What follows belongs to an exercise in optimizing a design on an open flow for small area, a short achievable clock period and few clock cycles per item; a production flow would make more cautious choices.
RTL that was checked went through simulation tests only; none was proved equivalent to the original.

run H:
## julia_render
module julia_render #(
    parameter int H_PIXELS = 64,
    parameter int V_PIXELS = 48,
    parameter int MAX_ITER = 255,
    parameter int FRAC     = 14
) (
    input  logic               clock,
    input  logic               reset,
    input  logic               valid,
    input  logic signed [17:0] c_real,
    input  logic signed [17:0] c_comp,
    input  logic signed [17:0] x,
    input  logic signed [17:0] y,
    input  logic signed [17:0] scale,
    output logic [18:0]        wr_addr,
    output logic [7:0]         wr_data,
    output logic               wr_en,
    input  logic               wr_ready,
    output logic               busy,
    output logic               done
);
Size in the first run: roughly 3200 cells after synthesis, ~450 flip-flops.
Settings: LEC_CHECK=0, CAP_MARGIN=20, CORE_MARGIN=2, CORE_UTILIZATION=60, SLEW_MARGIN=20; clock period 12.0 ns.
standard.sh (not shown) runs the stock make flow with config.mk's settings and CLKGATE_MAP_FILE= SYNTH_SCRIPT=/design/flow/synth_recipe.tcl, a recipe that flattens the netlist after the stock synthesis.
==> flow/flow/run.sh <==
#!/bin/bash
set -euo pipefail
bash standard.sh SETUP_SLACK_MARGIN=8.15 "BUFFER_PORTS_ARGS=-buffer_cell sky130_fd_sc_hd__buf_1" finish > standard_make.log 2>&1
Looking at the reports, run H completed the entire flow and the layout it produced met the timing, DRC and antenna checks.
Input-level comparison between run F and run H:
--- a/flow/design.v
+++ b/flow/design.v
@@ -29,21 +29,21 @@
     logic [11:0] a0_q;
     logic        v1_q, p1_q, in1_q, per1_q, cap1_q;
     logic [17:0] s1r_q, s1i_q;
     logic [7:0]  it1_q;
     logic [11:0] a1_q;
     logic [23:0] xa_q, xb_q, ea_q, eb_q;
     logic [22:0] ya_q, yb_q;
     logic [1:0]  xk_q, ek_q;
     logic        yk_q;
-    logic        ov_q, kv_q;
-    logic [11:0] oa_q, ka_q;
-    logic [7:0]  od_q, kd_q;
+    logic        ov_q;
+    logic [11:0] oa_q;
+    logic [7:0]  od_q;
     logic        valid_q, busy_q, run_q, done_q;
     logic [15:0] dr, di;
     assign dr = zr_q[15:0];
     assign di = zi_q[15:0];
     wire t_1;
     wire t_2;
     assign t_1 = (dr[0] & dr[11]) ^ (dr[1] & dr[10]);
     assign t_2 = (dr[0] & dr[11]) & (dr[1] & dr[10]);
     wire t_3;
@@ -2106,38 +2106,35 @@
     logic [7:0]  count;
     assign xs     = xa_q + xb_q + {cr_q, 6'd0} + {22'd0, xk_q};
     assign zr_new = xs[23:6];
     assign ys     = ya_q + yb_q + {ci_q, 5'd0} + {22'd0, yk_q};
     assign zi_new = ys[22:5];
     assign es     = ea_q + eb_q + 24'hbf_ffff + {22'd0, ek_q};
     assign escape = !in1_q || !es[23];
     assign fin    = p1_q || (v1_q && (escape || cap1_q || per1_q));
     assign count  = (v1_q && per1_q) ? 8'hff : it1_q;
-    assign can_emit = !kv_q;
+    assign can_emit = !ov_q || wr_ready;
     assign emit     = run_q && fin && can_emit;
     assign load     = run_q && !gdone_q && (emit || !(v1_q || p1_q));
     logic start, finish;
     assign start  = valid && !valid_q && !run_q;
-    assign finish = gdone_q && !v0_q && !p0_q && !v1_q && !p1_q && !ov_q && !kv_q;
-    logic free;
-    assign free   = !ov_q || wr_ready;
+    assign finish = gdone_q && !v0_q && !p0_q && !v1_q && !p1_q && !ov_q;
     always_ff @(posedge clock or negedge reset) begin
         if (!reset) begin
             valid_q <= 1'b0;
             busy_q  <= 1'b0;
             run_q   <= 1'b0;
             done_q  <= 1'b0;
             v0_q    <= 1'b0;
             p0_q    <= 1'b0;
             v1_q    <= 1'b0;
             p1_q    <= 1'b0;
             ov_q    <= 1'b0;
-            kv_q    <= 1'b0;
             gdone_q <= 1'b0;
         end else begin
             valid_q <= valid;
             busy_q  <= start || (run_q && !finish);
             if (start) begin
                 run_q  <= 1'b1;
                 done_q <= 1'b0;
             end else if (run_q && finish) begin
                 run_q  <= 1'b0;
@@ -2150,24 +2147,20 @@
                 p1_q    <= 1'b0;
                 gdone_q <= 1'b0;
             end else begin
                 v1_q <= v0_q;
                 p1_q <= p0_q;
                 v0_q <= load || (v1_q && !fin);
                 p0_q <= fin && !can_emit;
                 if (load && gcol_q == 6'd63 && grow_q == 6'd47) gdone_q <= 1'b1;
             end
-            if (free) begin
-                ov_q <= kv_q || emit;
-                kv_q <= kv_q && emit;
-            end else if (emit) begin
-                kv_q <= 1'b1;
-            end
+            if (emit) ov_q <= 1'b1;
+            else if (wr_ready) ov_q <= 1'b0;
         end
     end
     always_ff @(posedge clock) begin
         if (!run_q) begin
             cr_q    <= c_real;
             ci_q    <= c_comp;
             scale_q <= scale;
             gr_q    <= x;
             gi_q    <= y;
@@ -2189,24 +2182,20 @@
             zi_q  <= gi_q;
             it0_q <= 8'd0;
             a0_q  <= {grow_q, gcol_q ^ {6{gdir_q}}};
         end else begin
             zr_q  <= zr_new;
             zi_q  <= zi_new;
             it0_q <= fin ? count : it1_q + 8'd1;
             a0_q  <= a1_q;
         end
-        if (free) begin
-            oa_q <= kv_q ? ka_q : a1_q;
-            od_q <= kv_q ? kd_q : count;
-        end
-        if (!kv_q) begin
-            ka_q <= a1_q;
-            kd_q <= count;
+        if (emit) begin
+            oa_q <= a1_q;
+            od_q <= count;
         end
     end
     assign wr_en   = ov_q;
     assign wr_addr = {7'd0, oa_q};
     assign wr_data = od_q;
     assign busy    = busy_q;
     assign done    = done_q;
 endmodule
### Flow results
Side by side, adder-cell area share of the yosys netlist turned out higher in run F than in run H. Going from run H to run F, the sum of met2 wire segment lengths after detailed routing was found to have gone up by 1.6%. Run F ends up with lower share of synthesized area spent on multiplexers than run H does. Compared with run H, run F shows post-detailed-routing wire length higher by about 2.4%. Proportion of synthesized chip area in sequential cells was lower in the run labelled run F. Run F ends up with a synthesized cell count that is 31 higher than in run H. Cmp run F and run H / via count / higher: run F.
Testbench counts of run F, summed over its fixed seeds: cycles 1,323,491, pixels 98,304.
No functional check of the RTL was part of run H.

==> port drivers added, routing unchanged <==
How much do the figures lean on ideal ports? The routed layouts below were timed once more, with nothing changed but the port constraints. Step 1 sets driving cells, clkbuf_16 on the clock port and buf_2 on the other inputs (assumed; they add their load-dependent delay and slew). Step 2 adds t to the input delays and takes it off the output delays; t is the mean of the earliest and latest rising clock arrival at the registers after step 1. Input paths then give back, and output paths get back, about the clock's delay inside the block. a / b / c = no drivers / after step 1 / after step 2; a / b = the first two.
run	t, ns	setup slack, ns	worst setup path after step 2	worst slew at a driven data input, ns
run H	0.672	8.127 / 8.127 / 8.127	register to register	0.05
run F	0.668	8.110 / 8.110 / 7.542	input to register	0.08
After both steps setup and hold are still met in every run listed. For run F, which loses most, drivers alone change the setup slack by 0.000 ns; drivers and shift together by -0.568 ns.
